What follows belongs to an exercise in optimizing a design on an open flow for small area, a short achievable clock period and few clock cycles per item; a production flow would make more cautious choices. In this exercise RTL edits were held to simulation tests only and were not proved equivalent to the original. Power is estimated from default activity; no workload was simulated.

<file path="flow/config.mk">
export PLATFORM = sky130hd
export DESIGN_NAME = command_frame_receiver
export DESIGN_NICKNAME = command_frame_receiver
export VERILOG_FILES = /design/flow/design.v
export SDC_FILE = /design/flow/constraint.sdc
export NUM_CORES = 4
export LEC_CHECK = 0
export CAP_MARGIN = 20
export CORE_MARGIN = 2
export CORE_UTILIZATION = 40
export SLEW_MARGIN = 20
</file>
<file path="flow/constraint.sdc">
create_clock -name core_clock -period 4.0 [get_ports {clock}]
set_input_delay 0.8000 -clock core_clock [delete_from_list [all_inputs] [get_ports {clock}]]
set_output_delay 0.8000 -clock core_clock [all_outputs]
set_load 0.01 [all_outputs]
</file>
<file path="flow/design.v">
package cfr_pkg;
   localparam int BYTE_W = 8;
   localparam int LEN_W  = 7;
   localparam int SUM_W  = 16;
   localparam int CSR_W  = 3;
   localparam logic [CSR_W-1:0] CSR_STRICT_CHECKSUM = 3'd0;
   localparam logic [CSR_W-1:0] CSR_HEADER_FIRST    = 3'd1;
   localparam logic [CSR_W-1:0] CSR_HEADER_SECOND   = 3'd2;
   localparam logic [CSR_W-1:0] CSR_TRAILER_FIRST   = 3'd3;
   localparam logic [CSR_W-1:0] CSR_TRAILER_SECOND  = 3'd4;
   localparam logic [BYTE_W-1:0] HEADER_FIRST_RST   = 8'hFE;
   localparam logic [BYTE_W-1:0] HEADER_SECOND_RST  = 8'hEF;
   localparam logic [BYTE_W-1:0] TRAILER_FIRST_RST  = 8'h0D;
   localparam logic [BYTE_W-1:0] TRAILER_SECOND_RST = 8'h0A;
   typedef enum logic [10:0] {
      PH_HDR0  = 11'b000_0000_0001,
      PH_HDR1  = 11'b000_0000_0010,
      PH_CMD   = 11'b000_0000_0100,
      PH_LENH  = 11'b000_0000_1000,
      PH_LENL  = 11'b000_0001_0000,
      PH_DATA  = 11'b000_0010_0000,
      PH_SUMH  = 11'b000_0100_0000,
      PH_SUML  = 11'b000_1000_0000,
      PH_TRL0  = 11'b001_0000_0000,
      PH_TRL1  = 11'b010_0000_0000,
      PH_DRAIN = 11'b100_0000_0000
   } phase_type;
   typedef struct packed {
      logic              strict_checksum;
      logic [BYTE_W-1:0] header_first;
      logic [BYTE_W-1:0] header_second;
      logic [BYTE_W-1:0] trailer_first;
      logic [BYTE_W-1:0] trailer_second;
   } cfg_type;
   typedef struct packed {
      logic             load;
      logic [BYTE_W-1:0] command;
      logic [LEN_W-1:0] length;
      logic             byte_valid;
      logic             last;
      logic [SUM_W-1:0] received_sum;
      logic [SUM_W-1:0] computed_sum;
      logic             sum_match;
   } rsp_load_type;
endpackage
import cfr_pkg::*;
module cfr_payload_ram #(
   parameter int DEPTH,
   parameter int ADDR_W
) (
   input  logic                       clock,
   input  logic                       wr_en,
   input  logic [ADDR_W-1:0]          wr_addr,
   input  logic [cfr_pkg::BYTE_W-1:0] wr_data,
   input  logic                       rd_en,
   input  logic [ADDR_W-1:0]          rd_addr,
   output logic [cfr_pkg::BYTE_W-1:0] rd_data
);
   logic [BYTE_W-1:0] mem_ff [DEPTH];
   logic [BYTE_W-1:0] rd_data_ff;
   always_ff @(posedge clock) begin
      if (wr_en) begin
         mem_ff[wr_addr] <= wr_data;
      end
   end
   always_ff @(posedge clock) begin
      if (rd_en) begin
         rd_data_ff <= mem_ff[rd_addr];
      end
   end
   assign rd_data = rd_data_ff;
endmodule
import cfr_pkg::*;
module cfr_frame_parser #(
   parameter int MAX_PAYLOAD,
   parameter int ADDR_W
) (
   input  logic                         clock,
   input  logic                         reset,
   input  cfr_pkg::cfg_type             cfg,
   input  logic                         req_valid,
   input  logic [cfr_pkg::BYTE_W-1:0]   req_rx_byte,
   output logic                         req_ready,
   input  logic                         rsp_free,
   output logic                         ram_we,
   output logic [ADDR_W-1:0]            ram_waddr,
   output logic [cfr_pkg::BYTE_W-1:0]   ram_wdata,
   output logic                         ram_re,
   output logic [ADDR_W-1:0]            ram_raddr,
   output cfr_pkg::rsp_load_type        rsp_load
);
   localparam logic [BYTE_W-1:0] MAX_LEN = BYTE_W'(MAX_PAYLOAD);
   cfr_pkg::phase_type         phase_ff, phase_in;
   logic [BYTE_W-1:0] command_ff, command_in;
   logic              len_hi_nz_ff, len_hi_nz_in;
   logic [LEN_W-1:0]  length_ff, length_in;
   logic [LEN_W-1:0]  byte_idx_ff, byte_idx_in;
   logic [SUM_W-1:0]  rx_sum_ff, rx_sum_in;
   logic [SUM_W-1:0]  run_sum_ff, run_sum_in;
   logic [LEN_W-1:0]  drain_idx_ff, drain_idx_in;
   logic              rd_pend_ff, rd_pend_in;
   logic              rd_last_ff, rd_last_in;
   logic              accept;
   logic              sum_match;
   logic [LEN_W-1:0]  byte_idx_inc;
   logic [LEN_W-1:0]  drain_idx_inc;
   assign accept        = req_valid && req_ready;
   assign sum_match     = (rx_sum_ff == run_sum_ff);
   assign byte_idx_inc  = byte_idx_ff + LEN_W'(1);
   assign drain_idx_inc = drain_idx_ff + LEN_W'(1);
   assign req_ready = (phase_ff != PH_DRAIN) && !((phase_ff == PH_TRL1) && !rsp_free);
   always_comb begin
      phase_in     = phase_ff;
      command_in   = command_ff;
      len_hi_nz_in = len_hi_nz_ff;
      length_in    = length_ff;
      byte_idx_in  = byte_idx_ff;
      rx_sum_in    = rx_sum_ff;
      run_sum_in   = run_sum_ff;
      drain_idx_in = drain_idx_ff;
      rd_pend_in   = 1'b0;
      rd_last_in   = rd_last_ff;
      ram_we       = 1'b0;
      ram_waddr    = byte_idx_ff[ADDR_W-1:0];
      ram_wdata    = req_rx_byte;
      ram_re       = 1'b0;
      ram_raddr    = drain_idx_ff[ADDR_W-1:0];
      rsp_load              = '0;
      rsp_load.command      = command_ff;
      rsp_load.length       = length_ff;
      rsp_load.received_sum = rx_sum_ff;
      rsp_load.computed_sum = run_sum_ff;
      rsp_load.sum_match    = sum_match;
      if (rd_pend_ff) begin
         rsp_load.load       = 1'b1;
         rsp_load.byte_valid = 1'b1;
         rsp_load.last       = rd_last_ff;
      end
      case (phase_ff)
         PH_HDR0: begin
            if (accept && (req_rx_byte == cfg.header_first)) begin
               phase_in = PH_HDR1;
            end
         end
         PH_HDR1: begin
            if (accept) begin
               if (req_rx_byte == cfg.header_second) begin
                  phase_in = PH_CMD;
               end else if (req_rx_byte != cfg.header_first) begin
                  phase_in = PH_HDR0;
               end
            end
         end
         PH_CMD: begin
            if (accept) begin
               command_in = req_rx_byte;
               phase_in   = PH_LENH;
            end
         end
         PH_LENH: begin
            if (accept) begin
               len_hi_nz_in = (req_rx_byte != '0);
               phase_in     = PH_LENL;
            end
         end
         PH_LENL: begin
            if (accept) begin
               length_in   = req_rx_byte[LEN_W-1:0];
               byte_idx_in = '0;
               run_sum_in  = '0;
               if (len_hi_nz_ff || (req_rx_byte > MAX_LEN)) begin
                  phase_in = PH_HDR0;
               end else if (req_rx_byte == '0) begin
                  phase_in = PH_SUMH;
               end else begin
                  phase_in = PH_DATA;
               end
            end
         end
         PH_DATA: begin
            if (accept) begin
               ram_we      = 1'b1;
               run_sum_in  = run_sum_ff + {{(SUM_W-BYTE_W){1'b0}}, req_rx_byte};
               byte_idx_in = byte_idx_inc;
               if (byte_idx_inc >= length_ff) begin
                  phase_in = PH_SUMH;
               end
            end
         end
         PH_SUMH: begin
            if (accept) begin
               rx_sum_in = {req_rx_byte, rx_sum_ff[BYTE_W-1:0]};
               phase_in  = PH_SUML;
            end
         end
         PH_SUML: begin
            if (accept) begin
               rx_sum_in = {rx_sum_ff[SUM_W-1:BYTE_W], req_rx_byte};
               phase_in  = PH_TRL0;
            end
         end
         PH_TRL0: begin
            if (accept) begin
               phase_in = (req_rx_byte == cfg.trailer_first) ? PH_TRL1 : PH_HDR0;
            end
         end
         PH_TRL1: begin
            if (accept) begin
               phase_in = PH_HDR0;
               if ((req_rx_byte == cfg.trailer_second) &&
                   (!cfg.strict_checksum || sum_match)) begin
                  if (length_ff == '0) begin
                     rsp_load.load       = 1'b1;
                     rsp_load.byte_valid = 1'b0;
                     rsp_load.last       = 1'b1;
                  end else begin
                     drain_idx_in = '0;
                     phase_in     = PH_DRAIN;
                  end
               end
            end
         end
         PH_DRAIN: begin
            if (rsp_free && !rd_pend_ff) begin
               ram_re       = 1'b1;
               rd_pend_in   = 1'b1;
               rd_last_in   = (drain_idx_inc == length_ff);
               drain_idx_in = drain_idx_inc;
               if (drain_idx_inc == length_ff) begin
                  phase_in = PH_HDR0;
               end
            end
         end
         default: begin
            phase_in = PH_HDR0;
         end
      endcase
   end
   always_ff @(posedge clock) begin
      if (reset) begin
         phase_ff   <= PH_HDR0;
         rd_pend_ff <= 1'b0;
      end else begin
         phase_ff   <= phase_in;
         rd_pend_ff <= rd_pend_in;
      end
   end
   always_ff @(posedge clock) begin
      command_ff   <= command_in;
      len_hi_nz_ff <= len_hi_nz_in;
      length_ff    <= length_in;
      byte_idx_ff  <= byte_idx_in;
      rx_sum_ff    <= rx_sum_in;
      run_sum_ff   <= run_sum_in;
      drain_idx_ff <= drain_idx_in;
      rd_last_ff   <= rd_last_in;
   end
endmodule
import cfr_pkg::*;
module command_frame_receiver #(
   parameter int MAX_PAYLOAD = 64
) (
   input  logic                       clock,
   input  logic                       reset,
   input  logic                       req_valid,
   output logic                       req_ready,
   input  logic [cfr_pkg::BYTE_W-1:0] req_rx_byte,
   output logic                       rsp_valid,
   input  logic                       rsp_ready,
   output logic [cfr_pkg::BYTE_W-1:0] rsp_frame_command,
   output logic [cfr_pkg::LEN_W-1:0]  rsp_frame_length,
   output logic [cfr_pkg::BYTE_W-1:0] rsp_payload_byte,
   output logic                       rsp_byte_valid,
   output logic                       rsp_last,
   output logic [cfr_pkg::SUM_W-1:0]  rsp_received_sum,
   output logic [cfr_pkg::SUM_W-1:0]  rsp_computed_sum,
   output logic                       rsp_sum_match,
   input  logic                       csr_we,
   input  logic [cfr_pkg::CSR_W-1:0]  csr_index,
   input  logic [cfr_pkg::BYTE_W-1:0] csr_wdata
);
   localparam int ADDR_W = (MAX_PAYLOAD > 1) ? $clog2(MAX_PAYLOAD) : 1;
   cfr_pkg::cfg_type           cfg_ff;
   cfr_pkg::rsp_load_type      rsp_load;
   logic              rsp_free;
   logic              ram_we;
   logic [ADDR_W-1:0] ram_waddr;
   logic [BYTE_W-1:0] ram_wdata;
   logic              ram_re;
   logic [ADDR_W-1:0] ram_raddr;
   logic [BYTE_W-1:0] ram_rdata;
   logic              rsp_valid_ff;
   logic [BYTE_W-1:0] command_ff;
   logic [LEN_W-1:0]  length_ff;
   logic [BYTE_W-1:0] payload_ff;
   logic              byte_valid_ff;
   logic              last_ff;
   logic [SUM_W-1:0]  received_sum_ff;
   logic [SUM_W-1:0]  computed_sum_ff;
   logic              sum_match_ff;
   always_ff @(posedge clock) begin
      if (reset) begin
         cfg_ff.strict_checksum <= 1'b0;
         cfg_ff.header_first    <= HEADER_FIRST_RST;
         cfg_ff.header_second   <= HEADER_SECOND_RST;
         cfg_ff.trailer_first   <= TRAILER_FIRST_RST;
         cfg_ff.trailer_second  <= TRAILER_SECOND_RST;
      end else if (csr_we) begin
         case (csr_index)
            CSR_STRICT_CHECKSUM: cfg_ff.strict_checksum <= csr_wdata[0];
            CSR_HEADER_FIRST:    cfg_ff.header_first    <= csr_wdata;
            CSR_HEADER_SECOND:   cfg_ff.header_second   <= csr_wdata;
            CSR_TRAILER_FIRST:   cfg_ff.trailer_first   <= csr_wdata;
            CSR_TRAILER_SECOND:  cfg_ff.trailer_second  <= csr_wdata;
            default: begin
            end
         endcase
      end
   end
   cfr_frame_parser #(
      .MAX_PAYLOAD (MAX_PAYLOAD),
      .ADDR_W      (ADDR_W)
   ) u_parser (
      .clock       (clock),
      .reset       (reset),
      .cfg         (cfg_ff),
      .req_valid   (req_valid),
      .req_rx_byte (req_rx_byte),
      .req_ready   (req_ready),
      .rsp_free    (rsp_free),
      .ram_we      (ram_we),
      .ram_waddr   (ram_waddr),
      .ram_wdata   (ram_wdata),
      .ram_re      (ram_re),
      .ram_raddr   (ram_raddr),
      .rsp_load    (rsp_load)
   );
   cfr_payload_ram #(
      .DEPTH  (MAX_PAYLOAD),
      .ADDR_W (ADDR_W)
   ) u_ram (
      .clock   (clock),
      .wr_en   (ram_we),
      .wr_addr (ram_waddr),
      .wr_data (ram_wdata),
      .rd_en   (ram_re),
      .rd_addr (ram_raddr),
      .rd_data (ram_rdata)
   );
   assign rsp_free = !rsp_valid_ff || rsp_ready;
   always_ff @(posedge clock) begin
      if (reset) begin
         rsp_valid_ff <= 1'b0;
      end else if (rsp_load.load) begin
         rsp_valid_ff <= 1'b1;
      end else if (rsp_ready) begin
         rsp_valid_ff <= 1'b0;
      end
   end
   always_ff @(posedge clock) begin
      if (rsp_load.load) begin
         command_ff      <= rsp_load.command;
         length_ff       <= rsp_load.length;
         payload_ff      <= rsp_load.byte_valid ? ram_rdata : '0;
         byte_valid_ff   <= rsp_load.byte_valid;
         last_ff         <= rsp_load.last;
         received_sum_ff <= rsp_load.received_sum;
         computed_sum_ff <= rsp_load.computed_sum;
         sum_match_ff    <= rsp_load.sum_match;
      end
   end
   assign rsp_valid         = rsp_valid_ff;
   assign rsp_frame_command = command_ff;
   assign rsp_frame_length  = length_ff;
   assign rsp_payload_byte  = payload_ff;
   assign rsp_byte_valid    = byte_valid_ff;
   assign rsp_last          = last_ff;
   assign rsp_received_sum  = received_sum_ff;
   assign rsp_computed_sum  = computed_sum_ff;
   assign rsp_sum_match     = sum_match_ff;
endmodule
</file>
<file path="flow/run.sh">
#!/bin/bash
# synth_recipe.tcl (not shown) runs the flow's synth.tcl, then flattens the netlist and writes it again
# the make line also repeats each setting of config.mk as NAME=value (left out here)
make -C /OpenROAD-flow-scripts/flow DESIGN_CONFIG=/design/flow/config.mk WORK_HOME=/design/flow/orfs CLKGATE_MAP_FILE= SYNTH_SCRIPT=/design/flow/synth_recipe.tcl finish
</file>
==> flow_summary.toml <==
[cts]
clockRootBuffer = "clkbuf_16"
cts_htree_levels = 3
ctsResizeCount = 0
clockBufferDepth = 3
clkTransAtPathRegs_ps = 60
cts_sinks = 687
cts_buffers = 72
cts_tree = "done"
holdBufCountCts = 0
insertion_delay_ps = 620
cts_setup_buffers = 0

[detailed_routing]
dr.first_iter.drc_count = 1472
drt_wl_total_mm = 65.35
antenna_left = 0
drc = 0
vias = 14370
drtPass1Iterations = 6
routedWlPerCell_um = 25.22
via_per_inst = 5.547

[logic_synthesis]
synth-edff-count = 641
syn-num-nets = 1512
async_reset_ff_share_pct = 0
yosys_warnings = 3
netlist_area_mm2 = 0.02761
ys_ff_latch = 687
yosysUniqueCellTypes = 55
syn_avg_cell_area_um2 = 18.78
synth-seq-area-share_pct = 73.06
ys.flop_type = "edfxtp_1"
postSynthCellCount = 1470

[global_route]
grt_pass1_vias = 14570
grt_start_max_net_pins = 81
grt_usage_pct = 18.81
grt_pass1_wl_mm = 97.45
antenna_found_initial = 8
gr-total-overflow = 0

[floorplan]
ios = 84
die_h_um = 266.7
fp.dieW_um = 266.7
die_area_mm2 = 0.07113
floorplan.initialDensity_pct = 40.32
coreArea_mm2 = 0.06847
rows = 96

[timing]
tightest_slew_ps = 970.4
fin_crit_sh_pct = 86.79
rsz0062_at_grt = "no"
slew_headroom_pct = 34.95
finalClockSkew_ps = 18.89
hold_violations = 0
setup_viol = 0
maxSlewViolCount = 0
fmax_mhz = 288.0
setup_ws_ps = 528.3
setup_tns_ps = 0
min_period_ps = 3472

[setup_path]
reg2reg_from = "u_parser.phase_ff[8]"
required_ps = 3200
path_class = "flop to primary output"
reg2regPathDepth = 6
critical_path.cell_chain = "nor3_2 > nand3_1 > nor2b_1 > nor2_1 > clkdlybuf4s50_1"
rrSetupSlack_ps = 740
crit_path_end_kind = "primary output"
r2r-end = "u_ram.mem_ff[4][0]"
worst_setup_path_start_kind = "flop"
path_max_fanout = 9
cp_slowest_cell = "nor3_2"
cpPeakStageDelay_ps = 500
cp.arrival_ps = 2670

[placed_design]
detailed_place.area_mm2 = 0.02999
gp_congestion = 0.8283
dp_cells = 2457
port_buffers = 83
post-place-ws_ps = 555.6
dp_hpwl_mm = 43.06

[min_path]
hold_depth = 0
hp-start = "u_parser.command_ff[4]"
worstHoldPathType = "flop to flop"
holdPathEnd = "command_ff[4]"

[pwr]
powerDensity_mw_per_mm2 = 468.4
ir_drop_v = 0.0002628
power_leakage_nw = 10.31

[cells_and_area]
fin_nets = 1691
post-route-util_pct = 47.33
nFillCells = 5683
final_area_mm2 = 0.03241
drive_gt1_share_pct = 23.43
area_delta_synth_final_pct = 17.39
fin_cells = 2591

[outcome]
status = "complete, no violations"

[job]
drv_cap = 0
## cells in the final DEF, fill, tap and decap left out, types with 3 or more instances in the layout
master	count
a21o_1	5
xnor3_1	4
buf_4	97
xnor2_1	32
nand3_1	17
clkdlybuf4s50_1	74
o21ai_0	9
and3_1	17
nand4_1	15
edfxtp_1	641
a211o_1	8
mux2i_1	5
clkinv_1	15
clkbuf_16	74
nor2b_1	26
xor2_1	40
or2_2	4
nand2_1	70
buf_2	9
clkbuf_1	11
nand2b_1	5
nand3b_1	17
o211ai_1	3
nor4_1	12
or3_1	7
clkinv_2	13
a21oi_1	31
a211oi_1	4
nor2_1	110
clkinv_8	4
ha_1	17
mux4_2	168
bufinv_16	9
nor3_1	12
and2_1	17
buf_12	5
inv_1	16
dfxtp_1	46
## sequential cells by signal, summed over array words and instances, names as in the netlist, 7 cells and up
register	count
u_ram.mem_ff	512
cfg_ff	33
computed_sum_ff	16
received_sum_ff	16
u_parser.run_sum_ff	16
u_parser.rx_sum_ff	16
u_parser.phase_ff	11
command_ff	8
payload_ff	8
u_parser.command_ff	8
u_ram.rd_data_ff	8
length_ff	7
u_parser.byte_idx_ff	7
u_parser.drain_idx_ff	7
u_parser.length_ff	7
## routing by layer
metal,vias to the layer above,track usage (%),wire length [µm]
li1,6207,-,-
met1,7549,27.04,28800
met2,505,29.55,30960
met3,110,3.561,4018
met4,2,5.071,1551
met5,-,0,12
## cell usage after synthesis, drive strengths merged (9+ instances only)
| cell type | n | share of area, % |
|---|---|---|
| a21oi | 32 | 0.58 |
| and2 | 17 | 0.39 |
| and3 | 17 | 0.39 |
| buf | 29 | 0.61 |
| clkbuf | 51 | 0.69 |
| dfxtp | 46 | 3.3 |
| edfxtp | 641 | 70 |
| ha | 17 | 0.77 |
| inv | 16 | 0.22 |
| mux4 | 168 | 14 |
| nand2 | 71 | 0.97 |
| nand3 | 17 | 0.31 |
| nand3b | 17 | 0.46 |
| nand4 | 16 | 0.39 |
| nor2 | 110 | 1.5 |
| nor2b | 26 | 0.59 |
| nor3 | 14 | 0.27 |
| nor4 | 15 | 0.42 |
| o21ai | 9 | 0.16 |
| xnor2 | 32 | 1.0 |
| xor2 | 40 | 1.3 |
## layout make-up
cell class | count | area [µm²] | share of cell area (%)
Antenna cell | 2 | 5.005 | 0.01544
Clock buffer | 87 | 1921 | 5.927
Clock inverter | 45 | 494.2 | 1.525
Inverter | 16 | 60.06 | 0.1853
Multi-Input combinational cell | 687 | 7039 | 21.72
Sequential cell | 687 | 20170 | 62.24
Tap cell | 882 | 1104 | 3.405
Timing Repair Buffer | 185 | 1614 | 4.981
## critical path, delay by kind of cell (launching register included)
family                 cells  cell delay, ps
buffers and inverters      1             490
DFF                        1             400
and+or+nand+nor            4            1160
## where the power goes
| group | switching [W] | internal (W) |
|---|---|---|
| combinational | 0.000344 | 0.000171 |
| sequential | 0.0000338 | 0.00786 |
| clock | 0.00275 | 0.00403 |
| total | 0.00312 | 0.0121 |
## how the worst max path moves through the flow
stage                                      to  cells past startpoint  slack, ps                 start
final                               req_ready                      5        530  u_parser.phase_ff[8]
after global routing                req_ready                      5        290  u_parser.phase_ff[8]
after CTS                           req_ready                      5        510  u_parser.phase_ff[8]
after detailed placement   u_ram.mem_ff[7][5]                      7        560             rsp_ready
after global placement    u_ram.mem_ff[44][7]                      8        550             rsp_ready
after floorplan                 byte_valid_ff                      7        210        req_rx_byte[6]
## logic make-up (layout without fill, tap and decap cells)
kind of cell	Yosys count	after routing	share of synthesized area, %
flip-flops	687	687	73.06
AO/OA/AOI/OAI	71	71	1.627
AND/OR/NAND/NOR	349	349	6.445
adder cells (fa/ha/maj)	18	18	0.8430
other	0	2	0
XOR/XNOR	76	76	2.611
multiplexers	173	173	13.89
buffers and inverters	96	333	1.523
## stage by stage
step | hold WS [ps] | power [W]
finish | 418.1 | 0.01518
global route | 427.7 | 0.01563
CTS | 418.8 | 0.01533
detailed placement | 404.5 | 0.008560
floorplan | 400.3 | 0.008315
global placement | 405.7 | 0.008549
Testbench counts, summed over its fixed seeds: cycles 34,571, beats 10,307.

[afterwards: timing with drivers on the ports]
The results above use ideal ports. As a check the final layout listed here was re-extracted and re-timed, cells and wires unchanged.
Step 1, drivers: a clkbuf_16 drives clock and a buf_2 each remaining input, both assumed.
Step 2, shift: input delay + t, output delay - t, t = (earliest + latest rising clock arrival at the registers) / 2. This alone moves slack from input paths to output paths.
Slacks: no drivers / after step 1 / after step 2; pairs: no drivers / after step 1.
t, ns: 0.669
setup WS [ns]: 0.528 / 0.467 / 0.505
worst setup path after step 2: input to register
worst slew at a driven data input, ns: 0.14
After both steps setup and hold are still met in this run. For this run, drivers alone change the setup slack by -0.061 ns; drivers and shift together by -0.023 ns.
